This design comes from an exercise in tuning for small area, a short achievable clock period and few clock cycles on the open sky130 flow, not from production work. Where RTL was checked, it was by simulation tests only, not by an equivalence proof against the original. For runs 4 and 5, only the layout was checked, not whether the RTL still works. Power is estimated from default activity; no workload was simulated.

File: config.mk
export PLATFORM = sky130hd
export DESIGN_NAME = execution
export DESIGN_NICKNAME = execution
export VERILOG_FILES = /design/flow/design.v
export SDC_FILE = /design/flow/constraint.sdc
export NUM_CORES = 4
export LEC_CHECK = 0
export ABC_CLOCK_PERIOD_IN_PS = 3000
export CAP_MARGIN = 20
export CORE_MARGIN = 2
export CORE_UTILIZATION = 55
export SETUP_SLACK_MARGIN = 5
export SLEW_MARGIN = 20
export SYNTH_HIERARCHICAL = 1
export SYNTH_MINIMUM_KEEP_SIZE = 0
File: constraint.sdc
create_clock -name core_clock -period 10.0 [get_ports {CLK}]
set_input_delay 2.0000 -clock core_clock [delete_from_list [all_inputs] [get_ports {CLK}]]
set_output_delay 2.0000 -clock core_clock [all_outputs]
set_load 0.01 [all_outputs]
File: design.v
package isa_pkg;
	localparam int PC_WIDTH       = 8;
	localparam int DATA_WIDTH     = 32;
	localparam int REG_ADDR_WIDTH = 5;
	localparam int SHAMT_WIDTH    = 5;
	localparam int IMM_WIDTH      = 16;
	localparam int INDEX_WIDTH    = 26;
	typedef logic [REG_ADDR_WIDTH-1:0] reg_addr_t;
	localparam reg_addr_t LINK_REG = 5'd31;
	typedef enum logic [3:0] {
		ALU_ADD, ALU_SUB, ALU_AND, ALU_OR, ALU_XOR, ALU_NOR,
		ALU_SLT, ALU_SLTU, ALU_SLL, ALU_SRL, ALU_SRA, ALU_LUI,
		ALU_FADD, ALU_FSUB, ALU_FMUL
	} alu_op_e;
	typedef enum logic {OP1_REG_S, OP1_REG_T} op1_src_e;
	typedef enum logic [1:0] {OP2_REG_T, OP2_SHAMT, OP2_IMM_SIGN, OP2_IMM_ZERO} op2_src_e;
	typedef enum logic [1:0] {DEST_RD, DEST_RT, DEST_LINK} dest_src_e;
	typedef enum logic [1:0] {BR_BEQ, BR_BNE, BR_JUMP, BR_NONE} branch_e;
	typedef struct packed {
		logic                                reg_write;
		logic [1:0]                          mem_to_reg;
		logic                                mem_write;
		logic                                mem_read;
		logic                                uart_to_reg;
		branch_e                    branch;
		logic [INDEX_WIDTH-1:0]     inst_index;
		logic [PC_WIDTH-1:0]        pc1;
	} pass_ctrl_t;
	typedef struct packed {
		pass_ctrl_t                          pass;
		logic                                is_fp;
		op1_src_e                   op1_src;
		op2_src_e                   op2_src;
		dest_src_e                  dest_src;
		alu_op_e                    alu_op;
		logic [DATA_WIDTH-1:0]      rs_val;
		logic [DATA_WIDTH-1:0]      rt_val;
		reg_addr_t                  rt;
		reg_addr_t                  rd;
		logic [SHAMT_WIDTH-1:0]     shamt;
		logic [IMM_WIDTH-1:0]       imm16;
		logic [PC_WIDTH-1:0]        pc;
	} issue_t;
	typedef struct packed {
		pass_ctrl_t                          pass;
		logic                                is_fp;
		logic [DATA_WIDTH-1:0]      result;
		logic [DATA_WIDTH-1:0]      store_data;
		reg_addr_t                  dest;
		logic [PC_WIDTH-1:0]        branch_target;
	} exec_result_t;
endpackage
module operand_select (
	input  isa_pkg::issue_t                   instr,
	output logic [isa_pkg::DATA_WIDTH-1:0]     op1,
	output logic [isa_pkg::DATA_WIDTH-1:0]     op2,
	output isa_pkg::reg_addr_t                 dest,
	output logic [8:0]                         exp_diff,  
	output logic                               z1,        
	output logic                               z2         
);
	always_comb begin
		unique case (instr.op1_src)
			isa_pkg::OP1_REG_T: op1 = instr.rt_val;
			default:            op1 = instr.rs_val;
		endcase
	end
	always_comb begin
		unique case (instr.op2_src)
			isa_pkg::OP2_SHAMT:
				op2 = {{(isa_pkg::DATA_WIDTH - isa_pkg::SHAMT_WIDTH){1'b0}}, instr.shamt};
			isa_pkg::OP2_IMM_SIGN:
				op2 = {{(isa_pkg::DATA_WIDTH - isa_pkg::IMM_WIDTH){instr.imm16[isa_pkg::IMM_WIDTH-1]}},
					instr.imm16};
			isa_pkg::OP2_IMM_ZERO:
				op2 = {{(isa_pkg::DATA_WIDTH - isa_pkg::IMM_WIDTH){1'b0}}, instr.imm16};
			default:
				op2 = instr.rt_val;
		endcase
	end
	always_comb begin
		unique case (instr.dest_src)
			isa_pkg::DEST_RT:   dest = instr.rt;
			isa_pkg::DEST_LINK: dest = isa_pkg::LINK_REG;
			default:            dest = instr.rd;
		endcase
	end
	assign exp_diff = {1'b0, op1[30:23]} - {1'b0, op2[30:23]};
	assign z1       = (op1[30:23] == 8'd0);
	assign z2       = (op2[30:23] == 8'd0);
endmodule
module alu (
	input  logic [3:0]                         op,
	input  logic [isa_pkg::DATA_WIDTH-1:0]     a,
	input  logic [isa_pkg::DATA_WIDTH-1:0]     b,
	output logic [isa_pkg::DATA_WIDTH-1:0]     y
);
	logic        do_sub;
	logic        cout;
	logic [31:0] sum;
	logic        lt_signed;
	logic        lt_unsigned;
	logic        left;
	logic        fill;
	logic [31:0] sh_in;
	logic [31:0] sh_out;
	logic [32:0] sh_wide;
	logic [31:0] sh_res;
	assign do_sub      = op[0] | op[1];
	assign {cout, sum} = {1'b0, a} + {1'b0, b ^ {32{do_sub}}} + {32'd0, do_sub};
	assign lt_unsigned = ~cout;
	assign lt_signed   = (a[31] ^ b[31]) ? a[31] : sum[31];
	function automatic logic [31:0] rev32(input logic [31:0] x);
		for (int i = 0; i < 32; i++) rev32[i] = x[31-i];
	endfunction
	assign left   = (op == isa_pkg::ALU_SLL);
	assign fill   = (op == isa_pkg::ALU_SRA) & a[31];
	assign sh_in  = left ? rev32(a) : a;
	assign sh_wide = $signed({fill, sh_in}) >>> b[4:0];
	assign sh_out  = sh_wide[31:0];
	assign sh_res = left ? rev32(sh_out) : sh_out;
	always_comb begin
		case (op)
			isa_pkg::ALU_AND:  y = a & b;
			isa_pkg::ALU_OR:   y = a | b;
			isa_pkg::ALU_XOR:  y = a ^ b;
			isa_pkg::ALU_NOR:  y = ~(a | b);
			isa_pkg::ALU_SLT:  y = {31'd0, lt_signed};
			isa_pkg::ALU_SLTU: y = {31'd0, lt_unsigned};
			isa_pkg::ALU_SLL,
			isa_pkg::ALU_SRL,
			isa_pkg::ALU_SRA:  y = sh_res;
			isa_pkg::ALU_LUI:  y = {b[15:0], 16'd0};
			default:           y = sum;
		endcase
	end
endmodule
module fpu (
	input  logic        CLK,
	input  logic [31:0] a,
	input  logic [31:0] b,
	input  logic        is_sub,
	input  logic [8:0]  dab,       
	input  logic        za,        
	input  logic        zb,        
	input  logic [7:0]  b_next,    
	input  logic [2:0]  mul_it,    
	output logic [31:0] add_y,     
	output logic [31:0] mul_y      
);
	logic [23:0] r1_d;
	logic        psel_d, sub_d, sign_d;
	logic [23:0] r1;
	logic        r1_psel, r1_sub, r1_sign;
	logic [24:0] sum_d;
	logic [24:0] r2;
	logic        r2_psel, r2_sign;
	fadd_align fadd_align_inst (
		.a      (a),
		.b      (b),
		.is_sub (is_sub),
		.dab    (dab),
		.za     (za),
		.zb     (zb),
		.q      (r1_d),
		.psel   (psel_d),
		.sub    (sub_d),
		.sign   (sign_d)
	);
	always_ff @(posedge CLK) begin
		r1      <= r1_d;
		r1_psel <= psel_d;
		r1_sub  <= sub_d;
		r1_sign <= sign_d;
	end
	fadd_add fadd_add_inst (
		.fa   (a[22:0]),
		.fb   (b[22:0]),
		.q    (r1),
		.psel (r1_psel),
		.sub  (r1_sub),
		.sum  (sum_d)
	);
	always_ff @(posedge CLK) begin
		r2      <= sum_d;
		r2_psel <= r1_psel;
		r2_sign <= r1_sign;
	end
	fadd_pack fadd_pack_inst (
		.sum  (r2),
		.be   (r2_psel ? a[30:23] : b[30:23]),
		.sign (r2_sign),
		.y    (add_y)
	);
	function automatic logic [12:0] booth8(input logic [7:0] c);
		logic [8:0] x;
		x = {c, 1'b0};
		for (int i = 0; i < 4; i++) begin
			booth8[3*i]     = x[2*i+1] ^ x[2*i];
			booth8[3*i + 1] = (x[2*i+2] & ~x[2*i+1] & ~x[2*i]) | (~x[2*i+2] & x[2*i+1] & x[2*i]);
			booth8[3*i + 2] = x[2*i+2];
		end
		booth8[12] = c[7];
	endfunction
	logic [12:0] dig;
	always_ff @(posedge CLK) begin
		if (mul_it[0])      dig <= booth8(b[15:8]);
		else if (mul_it[1]) dig <= booth8({1'b1, b[22:16]});
		else                dig <= booth8(b_next);
	end
	logic [24:0] ms, mc;
	logic [7:0]  ls, lc;
	logic [32:0] acc_s, acc_c;
	fmul_step fmul_step_inst (
		.ma    ({1'b1, a[22:0]}),
		.dig   (dig),
		.s_in  (mul_it[0] ? 25'd0 : ms),
		.c_in  (mul_it[0] ? 25'd0 : mc),
		.last  (mul_it[2]),
		.acc_s (acc_s),
		.acc_c (acc_c)
	);
	always_ff @(posedge CLK) begin
		ms <= acc_s[32:8];
		mc <= acc_c[32:8];
		ls <= acc_s[7:0];
		lc <= acc_c[7:0];
	end
	logic [8:0] lo_sum;
	logic       cy;
	assign lo_sum = {1'b0, ls} + {1'b0, lc} + {8'd0, cy & mul_it[2]};
	always_ff @(posedge CLK) begin
		cy <= lo_sum[8];
	end
	fmul_pack fmul_pack_inst (
		.s    ({ms, ls}),
		.c    ({mc, lc}),
		.cy   (cy),
		.a_se (a[31:23]),
		.b_se (b[31:23]),
		.y    (mul_y)
	);
endmodule
module fadd_align (
	input  logic [31:0] a,
	input  logic [31:0] b,
	input  logic        is_sub,
	input  logic [8:0]  dab,
	input  logic        za,
	input  logic        zb,
	output logic [23:0] q,
	output logic        psel,      
	output logic        sub,       
	output logic        sign
);
	logic        sa, sbe;
	logic [23:0] ma, mb;
	logic        neg_d, ge, d0, is_near, mge, xa;
	logic [7:0]  dx;
	logic [23:0] sm, sh1, shifted, ny, ny1;
	assign sa      = a[31];
	assign sbe     = b[31] ^ is_sub;
	assign sub     = sa ^ sbe;
	assign ma      = {~za, a[22:0] & {23{~za}}};
	assign mb      = {~zb, b[22:0] & {23{~zb}}};
	assign neg_d   = dab[8];
	assign ge      = ~neg_d;
	assign dx      = dab[7:0] ^ {8{neg_d}};
	assign d0      = dab[0];
	assign is_near = (dab[8:1] == 8'd0) | (dab == 9'h1ff);
	assign sm      = ge ? mb : ma;
	assign sh1     = sm >> dx[4:0];
	assign shifted = (dx[7:5] != 3'd0) ? 24'd0 : (neg_d ? {1'b0, sh1[23:1]} : sh1);
	assign mge     = a[22:0] >= b[22:0];
	assign xa      = d0 ? ge : mge;
	assign ny      = xa ? mb : ma;
	assign ny1     = d0 ? {1'b0, ny[23:1]} : ny;
	assign psel    = is_near ? xa : ge;
	assign q       = (is_near ? ny1 : shifted) ^ {24{sub}};
	assign sign    = psel ? sa : sbe;
endmodule
module fadd_add (
	input  logic [22:0] fa,
	input  logic [22:0] fb,
	input  logic [23:0] q,
	input  logic        psel,
	input  logic        sub,
	output logic [24:0] sum
);
	assign sum = {2'b01, (psel ? fa : fb)} + {sub, q} + {24'd0, sub};
endmodule
module fadd_pack (
	input  logic [24:0] sum,
	input  logic [7:0]  be,
	input  logic        sign,
	output logic [31:0] y
);
	function automatic logic [4:0] lzc25(input logic [24:0] v);
		logic [31:0] x;
		logic        z16, z8, z4, z2;
		logic [15:0] h16;
		logic [7:0]  h8;
		logic [3:0]  h4;
		logic [1:0]  h2;
		x     = {v, 1'b1, 6'd0};
		z16   = (x[31:16] == 16'd0);
		h16   = z16 ? x[15:0] : x[31:16];
		z8    = (h16[15:8] == 8'd0);
		h8    = z8 ? h16[7:0] : h16[15:8];
		z4    = (h8[7:4] == 4'd0);
		h4    = z4 ? h8[3:0] : h8[7:4];
		z2    = (h4[3:2] == 2'd0);
		h2    = z2 ? h4[1:0] : h4[3:2];
		lzc25 = {z16, z8, z4, z2, ~h2[1]};
	endfunction
	logic [4:0]  lz;
	logic [24:0] nm;
	logic [7:0]  n_exp;
	logic [24:0] low_mask;
	logic        n_zero;
	assign lz       = lzc25(sum);
	assign nm       = sum << lz;
	assign n_exp    = be + 8'd1 - {3'd0, lz};
	assign low_mask = (be >= 8'd24) ? 25'd0 : (25'h1ffffff >> (be + 8'd1));
	assign n_zero   = ((sum & ~low_mask) == 25'd0);
	assign y        = n_zero ? 32'd0 : {sign, n_exp, nm[23:1]};
endmodule
module fmul_step (
	input  logic [23:0] ma,
	input  logic [12:0] dig,
	input  logic [24:0] s_in,
	input  logic [24:0] c_in,
	input  logic        last,
	output logic [32:0] acc_s,
	output logic [32:0] acc_c
);
	localparam logic [32:0] MUL_NBIAS = 33'd5726623232;
	logic [3:0][32:0] rw;
	logic [32:0]      rx, kr, t_in, t_cn;
	logic [32:0]      t_s1, t_c1, t_s2, t_c2, t_s3, t_c3, t_s4, t_c4, t_s5, t_c5;
	logic [24:0]      bm;
	logic [6:0]       negs;
	always_comb begin
		negs = '0;
		for (int i = 0; i < 4; i++) begin
			bm = ({25{dig[3*i]}} & {1'b0, ma}) | ({25{dig[3*i+1]}} & {ma, 1'b0});
			rw[i] = {7'd0, ~dig[3*i+2], bm ^ {25{dig[3*i+2]}}} << (2 * i);
			negs[2*i] = dig[3*i+2];
		end
	end
	assign rx   = {1'b0, {24{dig[12]}} & ma, 1'b0, negs};
	assign kr   = {33{last}} & MUL_NBIAS;
	assign t_in = {8'd0, s_in};
	assign t_cn = {8'd0, c_in};
	assign t_s1 = rw[0] ^ rw[1] ^ rw[2];
	assign t_c1 = {rw[0][31:0] & rw[1][31:0] | rw[0][31:0] & rw[2][31:0] | rw[1][31:0] & rw[2][31:0], 1'b0};
	assign t_s2 = rw[3] ^ rx ^ kr;
	assign t_c2 = {rw[3][31:0] & rx[31:0] | rw[3][31:0] & kr[31:0] | rx[31:0] & kr[31:0], 1'b0};
	assign t_s3 = t_s1 ^ t_c1 ^ t_s2;
	assign t_c3 = {t_s1[31:0] & t_c1[31:0] | t_s1[31:0] & t_s2[31:0] | t_c1[31:0] & t_s2[31:0], 1'b0};
	assign t_s4 = t_c2 ^ t_in ^ t_cn;
	assign t_c4 = {t_c2[31:0] & t_in[31:0] | t_c2[31:0] & t_cn[31:0] | t_in[31:0] & t_cn[31:0], 1'b0};
	assign t_s5 = t_s3 ^ t_c3 ^ t_s4;
	assign t_c5 = {t_s3[31:0] & t_c3[31:0] | t_s3[31:0] & t_s4[31:0] | t_c3[31:0] & t_s4[31:0], 1'b0};
	assign acc_s = t_s5 ^ t_c5 ^ t_c4;
	assign acc_c = {t_s5[31:0] & t_c5[31:0] | t_s5[31:0] & t_c4[31:0] | t_c5[31:0] & t_c4[31:0], 1'b0};
endmodule
module fmul_pack (
	input  logic [32:0] s,
	input  logic [32:0] c,
	input  logic        cy,
	input  logic [8:0]  a_se,      
	input  logic [8:0]  b_se,      
	output logic [31:0] y
);
	logic [7:0]  ea, eb;
	logic [32:0] q;
	logic [23:0] hi;
	logic        p23;
	logic [9:0]  e0, e1;
	logic        z0, z1;
	logic [7:0]  m_exp;
	logic [22:0] m_frac;
	logic        m_zero;
	assign ea     = a_se[7:0];
	assign eb     = b_se[7:0];
	assign q      = s + c + {32'd0, cy};
	assign hi     = q[31:8];
	assign p23    = q[7];
	assign e0     = {2'b00, ea} + {2'b00, eb} - 10'd127;
	assign e1     = {2'b00, ea} + {2'b00, eb} - 10'd126;
	assign z0     = e0[9] | (e0 == 10'd0);
	assign z1     = e1[9] | (e1 == 10'd0);
	assign m_exp  = hi[23] ? e1[7:0] : e0[7:0];
	assign m_frac = hi[23] ? hi[22:0] : {hi[21:0], p23};
	assign m_zero = (ea == 8'd0) || (eb == 8'd0) || (hi[23] ? z1 : z0);
	assign y      = m_zero ? 32'd0 : {a_se[8] ^ b_se[8], m_exp, m_frac};
endmodule
module execution (
	input  logic                     CLK,
	input  logic                     reset,
	input  logic [154:0]             issue,
	input  logic                     issue_req,
	output logic                     issue_ack,
	output logic [119:0]             result,
	output logic                     result_valid
);
	isa_pkg::issue_t                  issue_in;
	assign issue_in = issue;
	logic [31:0]        a_in;
	logic [31:0]        b_in;
	isa_pkg::reg_addr_t dest_in;
	logic [8:0]         diff_in;
	logic               za_in;
	logic               zb_in;
	operand_select operand_select_inst (
		.instr    (issue_in),
		.op1      (a_in),
		.op2      (b_in),
		.dest     (dest_in),
		.exp_diff (diff_in),
		.z1       (za_in),
		.z2       (zb_in)
	);
	logic       ack_r;
	logic       valid_r;
	logic       v_int1;      
	logic       v_int2;      
	logic       v_add1;      
	logic       v_add2;      
	logic       v_add3;      
	logic [3:0] v_mul;       
	logic       busy;
	logic       accept;
	logic       in_fp;
	logic       in_mul;
	assign busy   = v_int1 | v_add1 | v_add2 | (|v_mul[2:0]);
	assign accept = issue_req & ~ack_r & ~busy;
	assign in_fp  = issue_in.is_fp;
	assign in_mul = issue_in.alu_op[1];
	always_ff @(posedge CLK) begin
		if (reset) begin
			ack_r   <= 1'b0;
			valid_r <= 1'b0;
			v_int1  <= 1'b0;
			v_int2  <= 1'b0;
			v_add1  <= 1'b0;
			v_add2  <= 1'b0;
			v_add3  <= 1'b0;
			v_mul   <= '0;
		end else begin
			ack_r   <= issue_req & (ack_r | ~busy);
			v_int1  <= accept & ~in_fp;
			v_int2  <= v_int1;
			v_add1  <= accept & in_fp & ~in_mul;
			v_add2  <= v_add1;
			v_add3  <= v_add2;
			v_mul   <= {v_mul[2:0], accept & in_fp & in_mul};
			valid_r <= v_int2 | v_add3 | v_mul[3];
		end
	end
	assign issue_ack    = ack_r;
	assign result_valid = valid_r;
	isa_pkg::pass_ctrl_t cap_pass;
	logic                cap_fp;
	logic [3:0]          cap_op;
	logic [31:0]         cap_a;
	logic [31:0]         cap_b;
	logic [31:0]         cap_rt;
	isa_pkg::reg_addr_t  cap_dest;
	logic [7:0]          cap_imm8;
	always_ff @(posedge CLK) begin
		if (!busy) begin
			cap_pass <= issue_in.pass;
			cap_fp   <= issue_in.is_fp;
			cap_op   <= issue_in.alu_op;
			cap_a    <= a_in;
			cap_b    <= b_in;
			cap_rt   <= issue_in.rt_val;
			cap_dest <= dest_in;
			cap_imm8 <= issue_in.imm16[7:0];
		end
	end
	logic [8:0] cap_diff;
	logic       cap_za;
	logic       cap_zb;
	always_ff @(posedge CLK) begin
		cap_diff <= diff_in;
		cap_za   <= za_in;
		cap_zb   <= zb_in;
	end
	logic [31:0] alu_y;
	logic [31:0] add_y;
	logic [31:0] mul_y;
	alu alu_inst (
		.op (cap_op),
		.a  (cap_a),
		.b  (cap_b),
		.y  (alu_y)
	);
	logic [31:0] alu_r;
	always_ff @(posedge CLK) begin
		alu_r <= alu_y;
	end
	fpu fpu_inst (
		.CLK      (CLK),
		.a        (cap_a),
		.b        (cap_b),
		.is_sub   (cap_op[0]),
		.dab      (cap_diff),
		.za       (cap_za),
		.zb       (cap_zb),
		.b_next   (b_in[7:0]),
		.mul_it   (v_mul[2:0]),
		.add_y    (add_y),
		.mul_y    (mul_y)
	);
	isa_pkg::exec_result_t result_r;
	always_ff @(posedge CLK) begin
		result_r.pass          <= cap_pass;
		result_r.is_fp         <= cap_fp;
		result_r.result        <= ({32{v_int2}} & alu_r) | ({32{v_add3}} & add_y) |
		                          ({32{v_mul[3]}} & mul_y);
		result_r.store_data    <= cap_rt;
		result_r.dest          <= cap_dest;
		result_r.branch_target <= cap_pass.pc1 + cap_imm8;
	end
	assign result = result_r;
endmodule
File: run.sh
#!/bin/bash
# synth_recipe.tcl (not shown) runs the flow's synth.tcl, then flattens the netlist and writes it again
# the make line also repeats each setting of config.mk as NAME=value (left out here)
make -C /OpenROAD-flow-scripts/flow DESIGN_CONFIG=/design/flow/config.mk WORK_HOME=/design/flow/orfs CLKGATE_MAP_FILE= SYNTH_SCRIPT=/design/flow/synth_recipe.tcl finish
==> run notes, run 1 <==
status=no timing/DRC/antenna violations; hold crit path type=flip-flop to flip-flop; H-tree levels=2; EDFF count, synth=156; Yosys top cell by area=dfxtp_1; warnings from Yosys=12; Total Routing Usage GR=0.359; fill cell count=~6,000; Final period util=0.476; PD cells=293 nW/um^2; crit start category=flip-flop; Max-cap violations=0; core area=69,900 sq um; share of layout cells above drive strength 1=0.113; register area share after synthesis=0.280; Multi-input gate area=25,100 sq um; Reg clk slew, reported paths=0.06 ns; Slew Limit Fails=0; synth top area cells=dfxtp_1 (16%), edfxtp_1 (12%), ha_1 (8.2%); later-pin clock latency in the skew report=0.63 ns; Sink Count=463; total grt overflow=0; vias in the first global route=32,500; Final Util=0.625; synthesized flop and latch total=between 400 and 500; final wirelength=134 mm; first-pass GRT wire length=202 mm; initial drt markers=4,039; Worst setup startpoint=cap_b[23]$_DFFE_PN_; die width=269 um; peak supply drop=0.223 mV; vias per cell=6.50; arrival time at the worst endpoint=5.26 ns; gpl congestion=1.02; Period minus WS final=approximately 4.8 ns; Remaining DRCs=0; final antenna-violating net count=0; pin count of the biggest net entering global routing=145; r2r setup slk=5.24 ns; nets@finish=4,766; Leak=17.9 nW; Netlist cell types=134; post-DP HPWL=95.6 mm; worst path required time=approximately 11 ns; CTS root buffer=clkbuf_16; hold_buf cts=0; Syn Area/Cell=roughly 9.6 sq um; Critical Path Sink=result_r[53]$_DFF_P_; io pins=280; final hold vios=0; Mapped Area=38,700 sq um; DP Cell Count=5,099; RSZ-0062 raised after global routing=true; area grow syn2layout=12.9%; Cell Rows=97; drt first pass iters=8; via count=33,800; reg2reg start=cap_b[23]$_DFFE_PN_; # setup viols final=0; most frequently used flop master after synthesis=dfxtp_1; Longest Clk Path Bufs=3; Reg2Reg Depth=13; FF-to-FF End=result_r[53]$_DFF_P_; final setup TNS=0 ns; Worst Clk Skew=0.0362 ns; worst relative slew slack=0.249; Layout Cells excl Fill=5,200; Crit Path Max Fanout=21; Fmax=210 MHz; die area=72,500 sq um; initial antenna violation count=6; CTS tree=built; chip height=269 um; most frequent cell after synthesis=inv_1; register area=around 11,000 sq um; Gate Count Post-Synth=4,053; IO Port Bufs=271; Slew @ Worst Pin=1.13 ns; CP endpoint kind=flip-flop; Inserted Clock Buffers=53; share of the synthesized area in the top cell type=0.159; Initial Util=0.554; ys async rst share=0; WL/cell=25.8 um; Post-synth top cells=inv_1 (345), dfxtp_1 (307), ha_1 (255); crit path kind=flip-flop to flip-flop
-- what timing repair did --
action	CTS	global route
gates cloned	0	0
resized for setup	3	4
pin swaps	0	2
endpoints found under the setup margin	7	25
setup buffers	0	3
endpoints found under the hold margin	0	0
-- cells by family (layout without fill, tap and decap cells) --
logic type / count (synthesis) / in the layout / share of synthesized area
muxes: 253 / 253 / 0.0913
DFF: 463 / 463 / 0.280
other: 2 / 4 / 0.000194
and+or+nand+nor: 913 / 913 / 0.129
buffers and inverters: 622 / 827 / 0.0725
AOI/OAI and AO/OA: 1133 / 1133 / 0.212
adders and majority gates: 391 / 391 / 0.153
xor gates and xnor gates: 276 / 276 / 0.0633
-- placed cells by master, fill, tap and decap left out, types with 21 or more instances in the layout --
| cell type | Yosys | layout |
|---|---|---|
| inv_1 | 345 | 345 |
| dfxtp_1 | 307 | 302 |
| clkdlybuf4s50_1 | 0 | 270 |
| ha_1 | 255 | 255 |
| nand2_1 | 252 | 252 |
| a21oi_1 | 236 | 235 |
| xnor2_1 | 215 | 214 |
| nor2_1 | 160 | 158 |
| edfxtp_1 | 156 | 156 |
| fa_1 | 136 | 136 |
| a22oi_1 | 121 | 121 |
| o21ai_0 | 114 | 113 |
| buf_4 | 25 | 100 |
| nor2b_1 | 89 | 89 |
| mux2i_1 | 89 | 89 |
| mux2_2 | 80 | 80 |
| a211oi_1 | 67 | 67 |
| a21o_1 | 66 | 66 |
| mux4_2 | 62 | 62 |
| nand3_1 | 59 | 59 |
| o211ai_1 | 58 | 58 |
| xor2_1 | 58 | 58 |
| nor3_1 | 56 | 56 |
| clkbuf_16 | 0 | 54 |
| nand2b_1 | 46 | 46 |
| o22ai_1 | 45 | 45 |
| a221oi_1 | 42 | 42 |
| o21ai_1 | 40 | 41 |
| and2_1 | 40 | 38 |
| a222oi_1 | 36 | 36 |
| a31oi_1 | 34 | 34 |
| nand4_1 | 27 | 27 |
| nor2_4 | 24 | 26 |
| and3_1 | 22 | 22 |
| a22o_1 | 22 | 22 |
| a221o_1 | 21 | 21 |
-- per-module statistics from Yosys, one instance, submodules excluded --
module,copies in the design,area (sq um),flops+latches
execution,1,9100,330
alu,1,6610,0
fmul_step,1,5840,0
fadd_align,1,5140,0
fpu,1,3740,133
fmul_pack,1,2780,0
fadd_pack,1,2720,0
fadd_add,1,1410,0
operand_select,1,1370,0
-- per-layer routing --
layer / up-vias / wire length (um) / global-route usage
met3: 383 / 13500 / 0.0703
met4: 4 / 6720 / 0.155
li1: 15200 / - / -
met1: 16300 / 54700 / 0.492
met2: 1892 / 59200 / 0.554
met5: - / 27 / 0
-- worst min path at each step --
stage,start,end,slack [ns],cells after the start
global placement,fpu_inst.r1_sign$_DFF_P_,fpu_inst.r2_sign$_DFF_P_,0.31,0
CTS,cap_pass[16]$_DFFE_PN_,result_r[94]$_DFF_P_,0.33,0
floorplan,fpu_inst.r1_sign$_DFF_P_,fpu_inst.r2_sign$_DFF_P_,0.31,0
finish,cap_pass[21]$_DFFE_PN_,result_r[99]$_DFF_P_,0.34,0
detailed placement,cap_pass[30]$_DFFE_PN_,result_r[108]$_DFF_P_,0.33,0
global route,cap_rt[20]$_DFFE_PN_,result_r[33]$_DFF_P_,0.34,0
-- area by class of cell --
class | count | share of cell area
Timing Repair Buffer | 372 | 0.0796
Multi-Input combinational cell | 2969 | 0.575
Antenna cell | 1 | 0.0000573
Inverter | 358 | 0.0308
Clock inverter | 29 | 0.00596
Tap cell | 940 | 0.0269
Clock buffer | 68 | 0.0335
Sequential cell | 463 | 0.248
-- state kept, by name (all words and copies together) (netlist names), 9 cells and up --
name,cells
alu_r,32
cap_a,32
cap_b,32
cap_diff,9
cap_pass,42
cap_rt,32
fpu_inst.dig,12
fpu_inst.mc,25
fpu_inst.ms,25
fpu_inst.r1,24
fpu_inst.r2,25
result_r,120
-- power by group --
part           switching, mW  total [mW]  internal [mW]
Combinational           4.77        7.93           3.17
Sequential             0.493        2.96           2.47
Clock                  0.830        1.93           1.10
Total                   6.09        12.8           6.73
-- stage by stage --
step / hold WS (ns) / setup WS, ns / power (mW) / area [sq um]
after global routing: 0.344 / 4.98 / 13.8 / 43700
final: 0.335 / 5.24 / 12.8 / 43700
after CTS: 0.335 / 5.00 / 12.7 / 43600
after floorplan: 0.310 / 6.01 / 8.57 / 38700
after detailed placement: 0.327 / 4.55 / 10.8 / 41900
after global placement: 0.311 / 4.57 / 10.7 / 41900
-- critical path, stage by stage, from the launching register on --
cell	delay, ns
edfxtp_1	0.60
mux2_2	0.47
ha_1	0.27
xnor2_1	0.56
inv_1	0.30
a221oi_1	0.32
o31ai_1	0.11
a221oi_1	0.32
o221a_2	0.24
and4_2	0.62
or2_2	0.33
a211oi_1	0.07
a222oi_1	0.37
inv_1	0.07
Testbench counts, summed over its fixed seeds: cycles 11,756.
==> run 2, diff against run 1 <==
==> flow/run.sh (new file) <==
#!/bin/bash
# The standard flow's own layout (standard.sh), with the repair steps aiming for a larger setup margin.
set -euo pipefail
sed -e 's/SETUP_SLACK_MARGIN=[-0-9.]*/SETUP_SLACK_MARGIN=7/' standard.sh > own_standard.sh
bash own_standard.sh > layout.log 2>&1
==> standard.sh (new file) <==
#!/bin/bash
# synth_recipe.tcl (not shown) runs the flow's synth.tcl, then flattens the netlist and writes it again
# the make line also repeats each setting of config.mk as NAME=value (left out here)
make -C /OpenROAD-flow-scripts/flow DESIGN_CONFIG=/design/flow/config.mk WORK_HOME=/design/flow/orfs CLKGATE_MAP_FILE= SYNTH_SCRIPT=/design/flow/synth_recipe.tcl "${@:-finish}"
removed: run.sh
==> run 2 against run 1 <==
Effect of this change: core utilization rose by 14 points; first-iteration DRC count rose by 34%; combinational power rose by 31%.
==> run notes, run 2 <==
WL/cell=about 28 um; CP top delay family=simple AND/OR/NAND/NOR gates; warnings from Yosys=12; P_sw=7.14 mW; Leak=21.9 nW; drt first pass iters=12; Comb power frac=0.680; final wirelength=~160 mm; total grt overflow=0; Gate Count Post-Synth=4,053; share of layout cells above drive strength 1=0.374; register bank with the most flops=result_r; RSZ-0062 raised after global routing=true; post-synthesis mux area share=0.0913; vias per cell=6.76; Longest Clk Path Bufs=3; Mapped Area=~39,000 sq um; register area share after synthesis=0.280; Seq pwr share=0.196; post-DP HPWL=96.0 mm; Worst Path Buf+Inv=5; Slew @ Worst Pin=between 1 and 1.5 ns; hold crit path type=flip-flop to flip-flop; share of the synthesized area in the top cell type=0.159; die area=72,500 sq um; crit path kind=flip-flop to flip-flop; Total Routing Usage GR=0.406; top flop regs=result_r: 120 flops, cap_pass: 42 flops; worst relative slew slack=0.163; Fmax=257 MHz; # setup viols final=0; commonest non-fill, non-tap cells in the layout=buf_4 (346), inv_1 (297), nand2_1 (236); Reg clk slew, reported paths=0.07 ns; largest family of logic cells by synthesized area=compound AO/OA/AOI/OAI gates; final antenna-violating net count=0; Inserted Clock Buffers=49; CTS tree=built; Clk pwr share=0.123; most frequently used flop master after synthesis=dfxtp_1; post-synthesis compound-gate area fraction=0.212; initial antenna violation count=20; final setup TNS=0 ns; crit start category=flip-flop; status=no timing/DRC/antenna violations; Post-synth top cells=inv_1 (345), dfxtp_1 (307), ha_1 (255); later-pin clock latency in the skew report=0.63 ns; vias in the first global route=about 36,000; H-tree levels=2; switch share=0.468; Max-cap violations=0; pin count of the biggest net entering global routing=77; synth top area cells=dfxtp_1 (16%), edfxtp_1 (12%), ha_1 (8.2%); most frequent cell after synthesis=inv_1; most common cell after layout, fill and taps aside=buf_4; peak supply drop=0.280 mV; Critical Path Max Stage Delay=0.57 ns; CTS root buffer=clkbuf_16; ys async rst share=0; core area=between 60,000 and 70,000 sq um; Sink Count=roughly 460; first-pass GRT wire length=roughly 230 mm; post-synthesis simple-gate area fraction=0.129; slowest CP cell=or4_4; via count=38,300; Period minus WS final=3.88 ns; Syn Area/Cell=9.55 sq um; Initial Util=0.554; chip height=between 200 and 300 um; io pins=280; worst path required time=10.49 ns; Netlist cell types=134; Final period util=0.388; Cell Rows=97; area grow syn2layout=37.6%; Crit Path Max Fanout=9; critical-path cell list=or4_4, nor4_4, inv_2, nor4b_4, or3_4, and2_4, nand2_4, inv_6, buf_4, buf_12, mux4_2, a21oi_2, o22ai_1, a222oi_1, inv_1; IO Port Bufs=271; Pint=8.12 mW; xor and xnor area share after synthesis=0.0633; EDFF count, synth=156; Worst Clk Skew=0.0351 ns; Slew Limit Fails=0; Remaining DRCs=0; initial drt markers=~5,400; die width=269 um; max reg flops=between 100 and 150; Tot Pwr=15.3 mW; synthesized flop and latch total=463; CP endpoint kind=flip-flop; synthesized-area fraction occupied by adder cells=0.153; nets@finish=5,223; arrival time at the worst endpoint=4.37 ns; gpl congestion=1.02; final hold vios=0; Yosys top cell by area=dfxtp_1; PD cells=287 nW/um^2
-- run 2: cell counts after synthesis --
No cell type changed its count.
-- run 2: worst paths after layout --
check	cells after the start	slack, ns	start	to
setup / recovery	15	6.12	fpu_inst.r2[9]$_DFF_P_	result_r[62]$_DFF_P_
hold / removal	0	0.33	cap_pass[8]$_DFFE_PN_	result_r[86]$_DFF_P_
setup reg to reg	15	6.12	fpu_inst.r2[9]$_DFF_P_	result_r[62]$_DFF_P_
hold reg to reg	0	0.33	cap_pass[8]$_DFFE_PN_	result_r[86]$_DFF_P_
-- run 2: power groups by stage --
stage	registers (mW)	logic, mW	clock network [mW]
after floorplan	2.74	6.01	0
after global placement	3.00	7.77	0
after detailed placement	3.01	7.85	0
after CTS	2.96	9.29	1.90
after global routing	3.01	11.1	1.97
final	3.00	10.4	1.88
-- run 2: metal layers --
layer / GRT usage / wire, um
met1: 0.522 / 58100
met2: 0.629 / 69400
met3: 0.108 / 21200
met4: 0.208 / 12300
met5: 0 / 91
-- run 2: per-module statistics from Yosys, one instance, submodules excluded --
module | cell area [sq um] | times used
fadd_pack | 2720 | 1
fmul_pack | 2780 | 1
operand_select | 1370 | 1
alu | 6610 | 1
fadd_align | 5140 | 1
fadd_add | 1410 | 1
execution | 9100 | 1
fmul_step | 5840 | 1
fpu | 3740 | 1
-- run 2: stage by stage --
step | instance area, sq um | cells | hold WS, ns | setup slack [ns] | utilization
2_1_floorplan | 39900 | 4054 | 0.310 | 6.09 | -
3_3_place_gp | 42500 | 5092 | 0.312 | 4.52 | 0.608
3_5_place_dp | 42500 | 5092 | 0.327 | 4.65 | 0.608
4_1_cts | 49700 | 5498 | 0.331 | 6.22 | 0.711
5_1_grt | 53200 | 5656 | 0.342 | 6.02 | 0.761
6_report | 53300 | 5667 | 0.333 | 6.12 | 0.762
-- run 2: layout make-up --
type	instances	area, sq um
Inverter	358	1380
Multi-Input combinational cell	2979	29100
Clock buffer	69	1420
Fill cell	4762	16700
Clock inverter	22	231
Antenna cell	13	32.5
Timing Repair Buffer	822	8850
Timing Repair inverter	1	5.00
Tap cell	940	1180
Sequential cell	463	11000
-- run 2: logic make-up (layout without fill, tap and decap cells) --
logic type               count (synthesis)  count (layout)
AO/OA/AOI/OAI                         1133            1133
XOR/XNOR                               276             276
adder cells (fa/ha/maj)                391             391
buffers and inverters                  622            1272
flip-flops                             463             463
multiplexers                           253             253
other                                    2              16
AND/OR/NAND/NOR                        913             923
-- run 2: repair_timing --
item,CTS,global route
gates resized for setup,1178,478
setup endpoints to repair,416,379
hold buffers,0,0
setup buffers,276,144
gates cloned,39,12
pin swaps,214,263
==> run 3, diff against run 2 <==
==> flow/run.sh (replaced) <==
#!/bin/bash
# The standard flow's own layout (standard.sh), with the repair steps aiming for a larger setup margin.
set -euo pipefail
sed -e 's/SETUP_SLACK_MARGIN=[-0-9.]*/SETUP_SLACK_MARGIN=6/' standard.sh > own_standard.sh
bash own_standard.sh > layout.log 2>&1
==> run 3 against run 2 <==
Effect of this change: critical endpoint is now result_r[74]$_DFF_P_; register-to-register slack worse by 0.21 ns; final cell count is 7.0% lower; highest routed layer unchanged; clock power is 3% higher; largest cell class unchanged; worst setup slack worse by 0.21 ns; combinational power is 18% lower; clock skew is 0.0027 ns higher; sequential power hardly changed; area after synthesis stayed put; global-route usage is 4.2 points lower.
==> run notes, run 3 <==
Mapped Area=just under 40,000 sq um; Gate Count Post-Synth=about 4,100; H-tree levels=2; switch share=0.471; Worst Clk Skew=0.0378 ns; Fmax=approximately 240 MHz; die width=269 um; RSZ-0062 raised after global routing=true; Hold Path Stages=0; crit path kind=flip-flop to flip-flop; vias in the first global route=~33,000; gpl congestion=1.02; io pins=280; post-synthesis simple-gate area fraction=0.129; Netlist cell types=approximately 130; share of layout cells above drive strength 1=0.146; Inserted Clock Buffers=53; Worst path depth=20; first-pass GRT wire length=204 mm; WL/cell=~26 um; largest family of logic cells by synthesized area=compound AO/OA/AOI/OAI gates; total grt overflow=0; final hold vios=0; ys async rst share=0; post-DP HPWL=~96 mm; synth top area cells=dfxtp_1 (16%), edfxtp_1 (12%), ha_1 (8.2%); share of the synthesized area in the top cell type=0.159; top flop regs=result_r: 120 flops, cap_pass: 42 flops; most frequent cell after synthesis=inv_1; commonest non-fill, non-tap cells in the layout=inv_1 (342), dfxtp_1 (282), clkdlybuf4s50_1 (270); Yosys top cell by area=dfxtp_1; # setup viols final=0; CTS root buffer=clkbuf_16; Final period util=0.409; chip height=269 um; nets@finish=just under 5,000; Critical Path Max Stage Delay=0.57 ns; Sink Count=463; status=no timing/DRC/antenna violations; CTS tree=built; worst path required time=10.51 ns; Remaining DRCs=0; register bank with the most flops=result_r; fill cell count=5,972; Slew @ Worst Pin=about 1.1 ns; later-pin clock latency in the skew report=0.63 ns; Longest Clk Path Bufs=3; core area=69,900 sq um; Initial Util=0.554; Cell Rows=between 90 and 100; Total Routing Usage GR=0.363; Period minus WS final=4.09 ns; Comb power frac=0.635; drt first pass iters=15; Slew Limit Fails=0; most common cell after layout, fill and taps aside=inv_1; critical-path cell list=or4_4, nor4_4, buf_6, buf_6, a221oi_4, or3_4, and2_4, nand2_4, inv_6, ha_4, fa_2, nor2b_2, o21ai_1, nand2b_1, nand2_1, nand2_2, xnor2_2, nor2_1, a222oi_1, inv_1; Syn Area/Cell=9.55 sq um; vias per cell=6.52; Reg clk slew, reported paths=0.06 ns; pin count of the biggest net entering global routing=145; Crit Path Max Fanout=10; crit start category=flip-flop; via count=34,400; max reg flops=120; final setup TNS=0 ns; P_sw=~6.3 mW; critical path's most frequent cell=buf_6; hold_buf cts=0; initial drt markers=4,177; die area=72,500 sq um; Reg2Reg Depth=20; Post-synth top cells=inv_1 (345), dfxtp_1 (307), ha_1 (255); post-synthesis compound-gate area fraction=0.212; area grow syn2layout=16.0%; CP top delay family=simple AND/OR/NAND/NOR gates; Worst Path Buf+Inv=4; Clk pwr share=0.144; IO Port Bufs=~270; worst relative slew slack=0.250; peak supply drop=approximately 0.23 mV; slowest CP cell=or4_4; initial antenna violation count=5; DP Worst Slack=~4.6 ns; Seq pwr share=0.221; Max-cap violations=0; synthesized flop and latch total=463; PD cells=299 nW/um^2; synthesized-area fraction occupied by adder cells=0.153; arrival time at the worst endpoint=4.60 ns; register area share after synthesis=0.280; Leak=18.4 nW; most frequently used flop master after synthesis=dfxtp_1; Pint=7.10 mW; hold crit path type=flip-flop to flip-flop; final antenna-violating net count=0; EDFF count, synth=between 150 and 200; CP endpoint kind=flip-flop; Final Util=0.642; final wirelength=about 140 mm; post-synthesis mux area share=0.0913; Final WS setup=5.91 ns; xor and xnor area share after synthesis=0.0633; warnings from Yosys=12
[run 3: changes by cell type in the layout (fill, tap and decap cells not counted), moves of 44 or more]
| cell | previous run | this run |
|---|---|---|
| fa_1 | 88 | 134 |
| buf_6 | 169 | 7 |
| buf_12 | 60 | 11 |
| a21oi_1 | 182 | 233 |
| a22oi_1 | 40 | 121 |
| fa_2 | 48 | 2 |
| inv_1 | 297 | 342 |
| dfxtp_2 | 99 | 17 |
| dfxtp_1 | 194 | 282 |
| buf_4 | 346 | 147 |
| a22oi_2 | 83 | 2 |
| buf_2 | 44 | 0 |
| clkdlybuf4s50_1 | 129 | 270 |
[run 3: metal layers]
metal / wire length [um] / track usage / share of wire
met1: 55000 / 0.494 / 0.40
met2: 60300 / 0.560 / 0.44
met3: 13900 / 0.0745 / 0.10
met4: 7180 / 0.162 / 0.053
met5: 13 / 0 / 0.000095
[run 3: path summary, 6_finish.rpt]
kind | slack [ns] | endpoint | start
worst max-delay path | 5.91 | result_r[74]$_DFF_P_ | fpu_inst.r2[13]$_DFF_P_
worst min-delay path | 0.34 | result_r[99]$_DFF_P_ | cap_pass[21]$_DFFE_PN_
worst max register to register | 5.91 | result_r[74]$_DFF_P_ | fpu_inst.r2[13]$_DFF_P_
worst min register to register | 0.34 | result_r[99]$_DFF_P_ | cap_pass[21]$_DFFE_PN_
[run 3: cell type report]
type | instances | area [sq um] | area share
Timing Repair Buffer | 439 | 4170 | 0.0928
Multi-Input combinational cell | 2972 | 25600 | 0.570
Inverter | 358 | 1360 | 0.0303
Antenna cell | 1 | 2.50 | 0.0000557
Sequential cell | 463 | 10900 | 0.242
Tap cell | 940 | 1180 | 0.0262
Clock buffer | 68 | 1460 | 0.0326
Clock inverter | 29 | 260 | 0.00579
[run 3: metrics by stage]
step	cells	instance area (sq um)	total power [mW]	hold WS (ns)
after floorplan	4054	38700	8.57	0.310
after CTS	5237	44300	13.0	0.335
final	5270	44900	13.4	0.336
after detailed placement	5099	41900	10.8	0.327
after global routing	5269	44900	14.3	0.344
after global placement	5099	41900	10.7	0.311
[run 3: logic make-up after synthesis]
logic type,count (synthesis)
AND/OR/NAND/NOR,913
multiplexers,253
other,2
adder cells (fa/ha/maj),391
buffers and inverters,622
XOR/XNOR,276
AO/OA/AOI/OAI,1133
flip-flops,463
[run 3: what timing repair did]
action,4_1_cts,5_1_grt
buffers inserted,38,31
setup endpoints to repair,56,66
gates resized for setup,72,89
pin swaps,19,35
cloned,3,1
[run 3: power groups by stage]
| stage | combinational [mW] | clock (mW) | sequential, mW |
|---|---|---|---|
| floorplan | 5.83 | 0 | 2.73 |
| finish | 8.51 | 1.93 | 2.97 |
| global placement | 7.69 | 0 | 2.97 |
| global route | 9.32 | 2.03 | 2.99 |
| CTS | 8.13 | 1.96 | 2.94 |
| detailed placement | 7.79 | 0 | 2.97 |
[run 3: per-module statistics from Yosys (local to each module, per instance)]
| module | flip-flops and latches | cells | cell area, sq um | copies in the design |
|---|---|---|---|---|
| alu | 0 | 857 | 6610 | 1 |
| execution | 330 | 467 | 9100 | 1 |
| fadd_add | 0 | 177 | 1410 | 1 |
| fadd_align | 0 | 684 | 5140 | 1 |
| fadd_pack | 0 | 414 | 2720 | 1 |
| fmul_pack | 0 | 350 | 2780 | 1 |
| fmul_step | 0 | 625 | 5840 | 1 |
| fpu | 133 | 291 | 3740 | 1 |
| operand_select | 0 | 188 | 1370 | 1 |
==> run 4, diff against run 3 <==
--- a/design.v
+++ b/design.v
@@ -92,3 +92,3 @@
 module alu (
-	input  logic [3:0]                         op,
+	input  logic [10:0]                        ctl,
 	input  logic [isa_pkg::DATA_WIDTH-1:0]     a,
@@ -97,3 +97,3 @@
 );
-	logic        do_sub;
+	logic        do_sub, s_sum, s_and, s_or, s_xor, s_nor, s_slt, s_sltu, s_sh, left, arith;
 	logic        cout;
@@ -102,9 +102,7 @@
 	logic        lt_unsigned;
-	logic        left;
-	logic        fill;
 	logic [31:0] sh_in;
-	logic [31:0] sh_out;
 	logic [32:0] sh_wide;
+	logic [31:0] sh_out;
 	logic [31:0] sh_res;
-	assign do_sub      = op[0] | op[1];
+	assign {do_sub, s_sum, s_and, s_or, s_xor, s_nor, s_slt, s_sltu, s_sh, left, arith} = ctl;
 	assign {cout, sum} = {1'b0, a} + {1'b0, b ^ {32{do_sub}}} + {32'd0, do_sub};
@@ -115,24 +113,33 @@
 	endfunction
-	assign left   = (op == isa_pkg::ALU_SLL);
-	assign fill   = (op == isa_pkg::ALU_SRA) & a[31];
-	assign sh_in  = left ? rev32(a) : a;
-	assign sh_wide = $signed({fill, sh_in}) >>> b[4:0];
+	assign sh_in   = left ? rev32(a) : a;
+	assign sh_wide = $signed({arith & a[31], sh_in}) >>> b[4:0];
 	assign sh_out  = sh_wide[31:0];
-	assign sh_res = left ? rev32(sh_out) : sh_out;
+	assign sh_res  = left ? rev32(sh_out) : sh_out;
 	always_comb begin
-		case (op)
-			isa_pkg::ALU_AND:  y = a & b;
-			isa_pkg::ALU_OR:   y = a | b;
-			isa_pkg::ALU_XOR:  y = a ^ b;
-			isa_pkg::ALU_NOR:  y = ~(a | b);
-			isa_pkg::ALU_SLT:  y = {31'd0, lt_signed};
-			isa_pkg::ALU_SLTU: y = {31'd0, lt_unsigned};
-			isa_pkg::ALU_SLL,
-			isa_pkg::ALU_SRL,
-			isa_pkg::ALU_SRA:  y = sh_res;
-			isa_pkg::ALU_LUI:  y = {b[15:0], 16'd0};
-			default:           y = sum;
-		endcase
+		if (s_sum | s_and | s_or | s_xor | s_nor | s_slt | s_sltu | s_sh)
+			y = ({32{s_sum}} & sum) | ({32{s_and}} & (a & b)) | ({32{s_or}} & (a | b)) |
+			    ({32{s_xor}} & (a ^ b)) | ({32{s_nor}} & ~(a | b)) |
+			    {31'd0, (s_slt & lt_signed) | (s_sltu & lt_unsigned)} | ({32{s_sh}} & sh_res);
+		else
+			y = {b[15:0], 16'd0};
 	end
 endmodule
+module alu_decode (
+	input  isa_pkg::alu_op_e                   op,
+	output logic [10:0]                        ctl
+);
+	logic do_sub, s_sum, s_and, s_or, s_xor, s_nor, s_slt, s_sltu, s_sh, left, arith;
+	assign do_sub = (op == isa_pkg::ALU_SUB) | (op == isa_pkg::ALU_SLT) | (op == isa_pkg::ALU_SLTU);
+	assign s_sum  = (op == isa_pkg::ALU_ADD) | (op == isa_pkg::ALU_SUB);
+	assign s_and  = (op == isa_pkg::ALU_AND);
+	assign s_or   = (op == isa_pkg::ALU_OR);
+	assign s_xor  = (op == isa_pkg::ALU_XOR);
+	assign s_nor  = (op == isa_pkg::ALU_NOR);
+	assign s_slt  = (op == isa_pkg::ALU_SLT);
+	assign s_sltu = (op == isa_pkg::ALU_SLTU);
+	assign s_sh   = (op == isa_pkg::ALU_SLL) | (op == isa_pkg::ALU_SRL) | (op == isa_pkg::ALU_SRA);
+	assign left   = (op == isa_pkg::ALU_SLL);
+	assign arith  = (op == isa_pkg::ALU_SRA);
+	assign ctl    = {do_sub, s_sum, s_and, s_or, s_xor, s_nor, s_slt, s_sltu, s_sh, left, arith};
+endmodule
 module fpu (
@@ -156,3 +163,4 @@
 	logic [24:0] r2;
-	logic        r2_psel, r2_sign;
+	logic [8:0]  r2_be1;
+	logic        r2_sign;
 	fadd_align fadd_align_inst (
@@ -185,3 +193,3 @@
 		r2      <= sum_d;
-		r2_psel <= r1_psel;
+		r2_be1  <= {1'b0, (r1_psel ? a[30:23] : b[30:23])} + 9'd1;
 		r2_sign <= r1_sign;
@@ -190,3 +198,3 @@
 		.sum  (r2),
-		.be   (r2_psel ? a[30:23] : b[30:23]),
+		.be1  (r2_be1),
 		.sign (r2_sign),
@@ -234,2 +242,13 @@
 	end
+	logic [9:0] e0, e1;
+	logic [7:0] me0, me1;
+	logic       mz0, mz1;
+	assign e0 = {2'b00, a[30:23]} + {2'b00, b[30:23]} - 10'd127;
+	assign e1 = {2'b00, a[30:23]} + {2'b00, b[30:23]} - 10'd126;
+	always_ff @(posedge CLK) begin
+		me0 <= e0[7:0];
+		me1 <= e1[7:0];
+		mz0 <= (a[30:23] == 8'd0) | (b[30:23] == 8'd0) | e0[9] | (e0 == 10'd0);
+		mz1 <= (a[30:23] == 8'd0) | (b[30:23] == 8'd0) | e1[9] | (e1 == 10'd0);
+	end
 	fmul_pack fmul_pack_inst (
@@ -238,4 +257,7 @@
 		.cy   (cy),
-		.a_se (a[31:23]),
-		.b_se (b[31:23]),
+		.sign (a[31] ^ b[31]),
+		.me0  (me0),
+		.me1  (me1),
+		.mz0  (mz0),
+		.mz1  (mz1),
 		.y    (mul_y)
@@ -257,5 +279,5 @@
 	logic [23:0] ma, mb;
-	logic        neg_d, ge, d0, is_near, mge, xa;
+	logic        neg_d, ge, same, mge;
 	logic [7:0]  dx;
-	logic [23:0] sm, sh1, shifted, ny, ny1;
+	logic [23:0] sm, sh1, shifted;
 	assign sa      = a[31];
@@ -268,4 +290,3 @@
 	assign dx      = dab[7:0] ^ {8{neg_d}};
-	assign d0      = dab[0];
-	assign is_near = (dab[8:1] == 8'd0) | (dab == 9'h1ff);
+	assign same    = (dab == 9'd0);
 	assign sm      = ge ? mb : ma;
@@ -274,7 +295,4 @@
 	assign mge     = a[22:0] >= b[22:0];
-	assign xa      = d0 ? ge : mge;
-	assign ny      = xa ? mb : ma;
-	assign ny1     = d0 ? {1'b0, ny[23:1]} : ny;
-	assign psel    = is_near ? xa : ge;
-	assign q       = (is_near ? ny1 : shifted) ^ {24{sub}};
+	assign psel    = same ? mge : ge;
+	assign q       = (same ? (mge ? mb : ma) : shifted) ^ {24{sub}};
 	assign sign    = psel ? sa : sbe;
@@ -293,3 +311,3 @@
 	input  logic [24:0] sum,
-	input  logic [7:0]  be,
+	input  logic [8:0]  be1,       
 	input  logic        sign,
@@ -322,4 +340,4 @@
 	assign nm       = sum << lz;
-	assign n_exp    = be + 8'd1 - {3'd0, lz};
-	assign low_mask = (be >= 8'd24) ? 25'd0 : (25'h1ffffff >> (be + 8'd1));
+	assign n_exp    = be1[7:0] - {3'd0, lz};
+	assign low_mask = (be1 >= 9'd25) ? 25'd0 : (25'h1ffffff >> be1);
 	assign n_zero   = ((sum & ~low_mask) == 25'd0);
@@ -371,7 +389,9 @@
 	input  logic        cy,
-	input  logic [8:0]  a_se,      
-	input  logic [8:0]  b_se,      
+	input  logic        sign,
+	input  logic [7:0]  me0,       
+	input  logic [7:0]  me1,       
+	input  logic        mz0,       
+	input  logic        mz1,       
 	output logic [31:0] y
 );
-	logic [7:0]  ea, eb;
 	logic [32:0] q;
@@ -379,20 +399,7 @@
 	logic        p23;
-	logic [9:0]  e0, e1;
-	logic        z0, z1;
-	logic [7:0]  m_exp;
-	logic [22:0] m_frac;
-	logic        m_zero;
-	assign ea     = a_se[7:0];
-	assign eb     = b_se[7:0];
-	assign q      = s + c + {32'd0, cy};
-	assign hi     = q[31:8];
-	assign p23    = q[7];
-	assign e0     = {2'b00, ea} + {2'b00, eb} - 10'd127;
-	assign e1     = {2'b00, ea} + {2'b00, eb} - 10'd126;
-	assign z0     = e0[9] | (e0 == 10'd0);
-	assign z1     = e1[9] | (e1 == 10'd0);
-	assign m_exp  = hi[23] ? e1[7:0] : e0[7:0];
-	assign m_frac = hi[23] ? hi[22:0] : {hi[21:0], p23};
-	assign m_zero = (ea == 8'd0) || (eb == 8'd0) || (hi[23] ? z1 : z0);
-	assign y      = m_zero ? 32'd0 : {a_se[8] ^ b_se[8], m_exp, m_frac};
+	assign q   = s + c + {32'd0, cy};
+	assign hi  = q[31:8];
+	assign p23 = q[7];
+	assign y   = (hi[23] ? mz1 : mz0) ? 32'd0 :
+	             hi[23] ? {sign, me1, hi[22:0]} : {sign, me0, hi[21:0], p23};
 endmodule
@@ -483,2 +490,11 @@
 	end
+	logic [10:0] ctl_in;
+	logic [10:0] cap_ctl;
+	alu_decode alu_decode_inst (
+		.op  (issue_in.alu_op),
+		.ctl (ctl_in)
+	);
+	always_ff @(posedge CLK) begin
+		cap_ctl <= ctl_in;
+	end
 	logic [8:0] cap_diff;
@@ -495,6 +511,6 @@
 	alu alu_inst (
-		.op (cap_op),
-		.a  (cap_a),
-		.b  (cap_b),
-		.y  (alu_y)
+		.ctl (cap_ctl),
+		.a   (cap_a),
+		.b   (cap_b),
+		.y   (alu_y)
 	);
==> run 4 against run 3 <==
Effect of this change: still clean; maximum frequency decreased by 0.96%; total power down 3.5%; sequential power is 6.7% higher; non-clock buffer count shrank 48; cell area is 0.42% lower; worst setup slack lost 0.040 ns; die area rose by 1.1%; global-route usage down 0.91 points; final cell count up 0.99%; clock skew down 0.013 ns; clock power up 8%; largest power group unchanged.
==> run notes, run 4 <==
Final period util=0.413; crit path kind=flip-flop to flip-flop; total grt overflow=0; # setup viols final=0; final wirelength=134 mm; Syn Area/Cell=approximately 9.4 sq um; ys async rst share=0; drt first pass iters=10; Total Routing Usage GR=0.354; Initial Util=0.557; WHS=0.337 ns; gpl congestion=1.03; warnings from Yosys=12; hold_buf cts=0; IO Port Bufs=271; design area=44,700 sq um; register bank with the most flops=result_r; pin count of the biggest net entering global routing=between 70 and 80; Mapped Area=39,100 sq um; RSZ-0062 raised after global routing=true; final antenna-violating net count=0; peak supply drop=0.203 mV; synthesized flop and latch total=497; Sink Count=497; Remaining DRCs=0; crit start category=flip-flop; top flop regs=result_r: 120 flops, cap_pass: 42 flops; core area=roughly 70,000 sq um; chip height=271 um; commonest non-fill, non-tap cells in the layout=inv_1 (351), dfxtp_1 (326), clkdlybuf4s50_1 (270); max reg flops=120; Yosys top cell by area=dfxtp_1; final setup TNS=0 ns; CTS tree=built; most frequent cell after synthesis=inv_1; vias in the first global route=32,400; fill cell count=5,979; share of the synthesized area in the top cell type=0.176; arrival time at the worst endpoint=4.63 ns; Inserted Clock Buffers=54; first-pass GRT wire length=~200 mm; Layout Cells excl Fill=5,322; CTS root buffer=clkbuf_16; area grow syn2layout=14.3%; status=no timing/DRC/antenna violations; PD cells=around 290 nW/um^2; die width=271 um; Leak=18.7 nW; via count=34,200; DP Worst Slack=about 4.6 ns; Cell Rows=97; share of layout cells above drive strength 1=0.112; Max-cap violations=0; Post-synth top cells=inv_1 (352), dfxtp_1 (344), ha_1 (262); Fmax=242 MHz; register area=11,500 sq um; post-DP HPWL=94.5 mm; most frequently used flop master after synthesis=dfxtp_1; EDFF count, synth=153; Longest Clk Path Bufs=3; initial drt markers=4,084; worst relative slew slack=0.242; most common cell after layout, fill and taps aside=inv_1; Worst Clk Skew=approximately 0.024 ns; initial antenna violation count=9; Period minus WS final=a little over 4 ns; worst path required time=between 10 and 15 ns; vias per cell=6.43; Final WS setup=5.87 ns; Slew @ Worst Pin=1.14 ns; Reg clk slew, reported paths=0.06 ns; Multi-input gate area=about 25,000 sq um; Area after DPL=42,300 sq um; synth top area cells=dfxtp_1 (18%), edfxtp_1 (12%), ha_1 (8.4%); Slew Limit Fails=0; Gate Count Post-Synth=between 4,000 and 5,000; CP endpoint kind=flip-flop; io pins=280; later-pin clock latency in the skew report=~0.64 ns; register area share after synthesis=0.293; WL/cell=around 25 um; die area=between 70,000 and 80,000 sq um; Crit Path Max Fanout=9; nets@finish=approximately 4,900; Netlist cell types=roughly 130; hold crit path type=flip-flop to flip-flop; final hold vios=0; DP Cell Count=5,178; H-tree levels=2
[run 4: cell types whose count changed in the layout (fill, tap and decap cells not counted), sizes merged, moves of 27 or more]
cell | previous run | this run
nor2 | 188 | 228
dfxtp | 307 | 344
xor2 | 60 | 87
mux2i | 90 | 158
xnor2 | 216 | 185
buf | 167 | 121
[run 4: final cells by class]
| type | count | area share |
|---|---|---|
| clock buffer | 73 | 0.0350 |
| multi-input combinational | 3026 | 0.562 |
| tap | 940 | 0.0263 |
| sequential | 497 | 0.257 |
| clock inverter | 27 | 0.00680 |
| inverter | 362 | 0.0310 |
| timing repair buffer | 391 | 0.0813 |
| timing repair inverter | 1 | 0.000112 |
| antenna | 5 | 0.000280 |
[run 4: where the power goes]
| group | total [mW] | leakage (nW) | internal (mW) | switching (mW) |
|---|---|---|---|---|
| combinational | 7.69 | 13.4 | 3.13 | 4.56 |
| clock | 2.09 | 0.902 | 1.19 | 0.895 |
| sequential | 3.17 | 4.47 | 2.64 | 0.531 |
| total | 12.9 | 18.7 | 6.96 | 5.98 |
[run 4: metal layers]
layer / up-vias / share of wire / routed length (um) / track usage
li1: 15400 / - / - / -
met1: 16400 / 0.41 / 54900 / 0.487
met2: 1957 / 0.44 / 59000 / 0.545
met3: 397 / 0.099 / 13300 / 0.0627
met4: 4 / 0.050 / 6700 / 0.160
met5: - / 0.00018 / 24 / 0
[run 4: logic make-up (layout without fill, tap and decap cells)]
logic type | Yosys count | after routing | share of synthesized area
buffers and inverters | 630 | 854 | 0.0713
XOR/XNOR | 272 | 272 | 0.0611
adder cells (fa/ha/maj) | 398 | 398 | 0.153
AO/OA/AOI/OAI | 1093 | 1093 | 0.201
flip-flops | 497 | 497 | 0.293
AND/OR/NAND/NOR | 954 | 956 | 0.124
other | 2 | 8 | 0.000192
multiplexers | 303 | 304 | 0.0957
[run 4: critical path, cell delays in order (launching register included)]
cell and delay, ns:
dfxtp_2 0.42, or4_1 0.57, a21bo_2 0.27, a211oi_1 0.27, o211ai_1 0.22, o211a_4 0.26
nor2_4 0.13, buf_4 0.19, ha_2 0.21, nor2b_4 0.04, o21ai_1 0.11, nand2b_1 0.10
a21o_1 0.20, a2111o_1 0.38, xor2_1 0.15, nor2_1 0.06, a222oi_1 0.33, inv_1 0.09
[run 4: final timing paths]
| check | depth (start not counted) | startpoint | slack, ns | end |
|---|---|---|---|---|
| setup / recovery | 17 | fpu_inst.r2[6]$_DFF_P_ | 5.87 | result_r[75]$_DFF_P_ |
| hold / removal | 0 | cap_dest[2]$_DFFE_PN_ | 0.34 | result_r[10]$_DFF_P_ |
| setup reg to reg | 17 | fpu_inst.r2[6]$_DFF_P_ | 5.87 | result_r[75]$_DFF_P_ |
| hold reg to reg | 0 | cap_dest[2]$_DFFE_PN_ | 0.34 | result_r[10]$_DFF_P_ |
[run 4: stage by stage]
stage,util,power (mW)
floorplan,-,8.29
global placement,0.602,10.4
detailed placement,0.602,10.5
CTS,0.633,12.7
global route,0.636,13.9
finish,0.636,12.9
[run 4: Yosys stat by module (local to each module, per instance), a selection]
module	times used	cell area [sq um]	flip-flops and latches
alu	1	7060	0
alu_decode	1	188	0
execution	1	9230	338
fadd_add	1	1410	0
fadd_pack	1	2460	0
fmul_pack	1	2020	0
fpu	1	5180	159
[run 4: what timing repair did]
action | in CTS | in global routing
resized for setup | 41 | 33
gates cloned | 5 | 0
pin swaps | 13 | 16
setup buffers | 18 | 16
setup endpoints to repair | 39 | 39
==> run 5, diff against run 4 <==
--- a/config.mk
+++ b/config.mk
@@ -10,3 +10,3 @@
 export CORE_MARGIN = 2
-export CORE_UTILIZATION = 55
+export CORE_UTILIZATION = 70
 export SETUP_SLACK_MARGIN = 5
==> run 5 against run 4 <==
Effect of this change: critical path type unchanged; highest routed layer unchanged; still clean on timing, DRC and antenna; count of clock-buffer cells in the layout shrank 3; maximum frequency grew 2.7%; non-clock buffer count grew 5.
==> run notes, run 5 <==
RSZ-0062 raised after global routing=true; CTS tree=built; share of the synthesized area in the top cell type=0.176; total grt overflow=0; max reg flops=120; Syn Area/Cell=9.43 sq um; CTS root buffer=clkbuf_16; fill cell count=3,413; worst path required time=between 10 and 15 ns; ys async rst share=0; Leak=18.8 nW; status=no timing/DRC/antenna violations; crit start category=flip-flop; worst relative slew slack=0.222; Period minus WS final=just over 4 ns; most frequent cell after synthesis=inv_1; Reg clk slew, reported paths=0.06 ns; PD cells=297 nW/um^2; io pins=280; final setup TNS=0 ns; initial antenna violation count=9; Remaining DRCs=0; synth top area cells=dfxtp_1 (18%), edfxtp_1 (12%), ha_1 (8.4%); Slew Limit Fails=0; area grow syn2layout=14.0%; vias per cell=roughly 7; first-pass GRT wire length=approximately 210 mm; hold crit path type=flip-flop to flip-flop; register bank with the most flops=result_r; register area share after synthesis=0.293; share of layout cells above drive strength 1=0.115; crit path kind=flip-flop to flip-flop; EDFF count, synth=153; hold_buf cts=0; arrival time at the worst endpoint=4.52 ns; Post-synth top cells=inv_1 (352), dfxtp_1 (344), ha_1 (262); Total Routing Usage GR=0.473; Layout Cells excl Fill=between 5,000 and 6,000; Sink Count=497; H-tree levels=2; final antenna-violating net count=0; Max-cap violations=0; top flop regs=result_r: 120 flops, cap_pass: 42 flops; Slew @ Worst Pin=1.17 ns; die width=240 um; Gate Count Post-Synth=between 4,000 and 5,000; DP Worst Slack=4.85 ns; Worst Clk Skew=0.0251 ns; Final period util=0.402; CP endpoint kind=flip-flop; Netlist cell types=129; most common cell after layout, fill and taps aside=inv_1; WL/cell=27.3 um; # setup viols final=0; drt first pass iters=12; die area=roughly 58,000 sq um; chip height=240 um; final hold vios=0; pin count of the biggest net entering global routing=78; gpl congestion=1.05; later-pin clock latency in the skew report=0.63 ns; most frequently used flop master after synthesis=dfxtp_1; synthesized flop and latch total=497; via count=36,400; core area=55,200 sq um; Yosys top cell by area=dfxtp_1; initial drt markers=5,465; Final WS setup=5.98 ns; post-DP HPWL=92.6 mm; Longest Clk Path Bufs=3; vias in the first global route=35,100; IO Port Bufs=271; warnings from Yosys=12; Final Util=0.808; Cell Rows=86; Mapped Area=39,100 sq um; commonest non-fill, non-tap cells in the layout=inv_1 (351), dfxtp_1 (323), clkdlybuf4s50_1 (270); nets@finish=around 4,900; final wirelength=140 mm; Crit Path Max Fanout=7; Inserted Clock Buffers=54; peak supply drop=0.239 mV; Fmax=249 MHz; DP Cell Count=4,980; Initial Util=0.709
run 5: cell counts after synthesis:
Identical to the previous run, type by type.
run 5: cell families after synthesis:
| logic type | after synthesis | share of synthesized area |
|---|---|---|
| AO/OA/AOI/OAI | 1093 | 0.201 |
| XOR/XNOR | 272 | 0.0611 |
| adder cells (fa/ha/maj) | 398 | 0.153 |
| buffers and inverters | 630 | 0.0713 |
| flip-flops | 497 | 0.293 |
| multiplexers | 303 | 0.0957 |
| other | 2 | 0.000192 |
| AND/OR/NAND/NOR | 954 | 0.124 |
run 5: per-layer routing:
layer / up-vias / share of wire / global-route usage
met5: - / 0.00030 / 0
met4: 8 / 0.079 / 0.309
met3: 811 / 0.14 / 0.131
met2: 2985 / 0.44 / 0.721
met1: 17200 / 0.34 / 0.590
li1: 15400 / - / -
run 5: layout make-up:
| class | count | area, sq um | share of cell area |
|---|---|---|---|
| Multi-Input combinational cell | 3027 | 25200 | 0.564 |
| Sequential cell | 497 | 11500 | 0.259 |
| Timing Repair Buffer | 396 | 3720 | 0.0835 |
| Clock buffer | 70 | 1500 | 0.0337 |
| Inverter | 362 | 1380 | 0.0309 |
| Tap cell | 748 | 936 | 0.0210 |
| Clock inverter | 32 | 337 | 0.00755 |
| Antenna cell | 6 | 15.0 | 0.000337 |
| Timing Repair inverter | 2 | 13.8 | 0.000309 |
run 5: worst max-delay path, cell delays in order, from the launching register on:
cell and delay, ns:
dfxtp_4 0.38, nor4_4 0.34, nand4_1 0.22, mux2_4 0.37, and2_4 0.17, o32a_4 0.35, nor2_8 0.16, clkinv_8 0.09
buf_4 0.14, fa_2 0.41, a21o_1 0.16, a21oi_1 0.18, nor2b_1 0.09, nor3_2 0.14, xnor2_1 0.18, nor2_1 0.08
a222oi_1 0.34, inv_1 0.09
run 5: Yosys stat by module, one instance, submodules excluded:
module          cells  flops+latches  cell area, sq um
fmul_pack         281              0              2020
operand_select    188              0              1370
execution         475            338              9230
fadd_align        615              0              4370
alu               939              0              7060
fmul_step         625              0              5840
fadd_pack         369              0              2460
fadd_add          177              0              1410
fpu               451            159              5180
alu_decode         29              0               188
run 5: power breakdown:
group / internal [mW] / total, mW / switching, mW
Sequential: 2.65 / 3.18 / 0.537
Combinational: 3.20 / 7.96 / 4.76
Clock: 1.18 / 2.09 / 0.903
run 5: timing repair:
action                                  4_1_cts  5_1_grt
resized for setup                            41       55
endpoints found under the setup margin       40       40
pin swaps                                    12       24
gates cloned                                  4        3
buffers inserted                             15       30
run 5: path summary, 6_finish.rpt:
path,start,endpoint,slack [ns],cells after the start
setup / recovery,fpu_inst.r2[14]$_DFF_P_,result_r[74]$_DFF_P_,5.98,17
hold / removal,cap_pass[34]$_DFFE_PN_,result_r[112]$_DFF_P_,0.34,0
setup reg to reg,fpu_inst.r2[14]$_DFF_P_,result_r[74]$_DFF_P_,5.98,17
hold reg to reg,cap_pass[34]$_DFFE_PN_,result_r[112]$_DFF_P_,0.34,0
run 5: through the flow:
step                area (sq um)  total power [mW]  hold WS (ns)
detailed placement         42000              10.5         0.327
floorplan                  39200              8.29         0.310
global route               44600              14.0         0.344
global placement           42000              10.1         0.310
CTS                        44100              12.7         0.336
finish                     44600              13.2         0.339

[what the ideal ports hide]
Ports are ideal in the flow. The routed layouts listed here were re-timed in OpenROAD. Step 1 sets driving cells, clkbuf_16 on the clock port and buf_2 on the other inputs (assumed; they add their load-dependent delay and slew). Step 2 also shifts input and output timing later by t, the mid clock arrival at the registers, as if the neighbouring blocks saw the same clock. Three values: ideal ports, drivers, drivers and shift; two values: the first two.
| run | shift t [ns] | setup WS [ns] | worst register clock-pin slew, ns |
|---|---|---|---|
| run 1 | 0.683 | 5.245 / 5.245 / 4.794 | 0.07 / 0.07 |
| run 2 | 0.682 | 6.116 / 6.116 / 6.116 | 0.08 / 0.08 |
| run 3 | 0.681 | 5.909 / 5.909 / 5.511 | 0.07 / 0.07 |
| run 4 | 0.699 | 5.869 / 5.869 / 5.532 | 0.07 / 0.07 |
| run 5 | 0.684 | 5.979 / 5.979 / 5.420 | 0.07 / 0.07 |
After both steps every run listed still meets setup and hold. The setup slack of run 5, which loses most, moves by 0.000 ns with the drivers and by -0.559 ns with both steps.
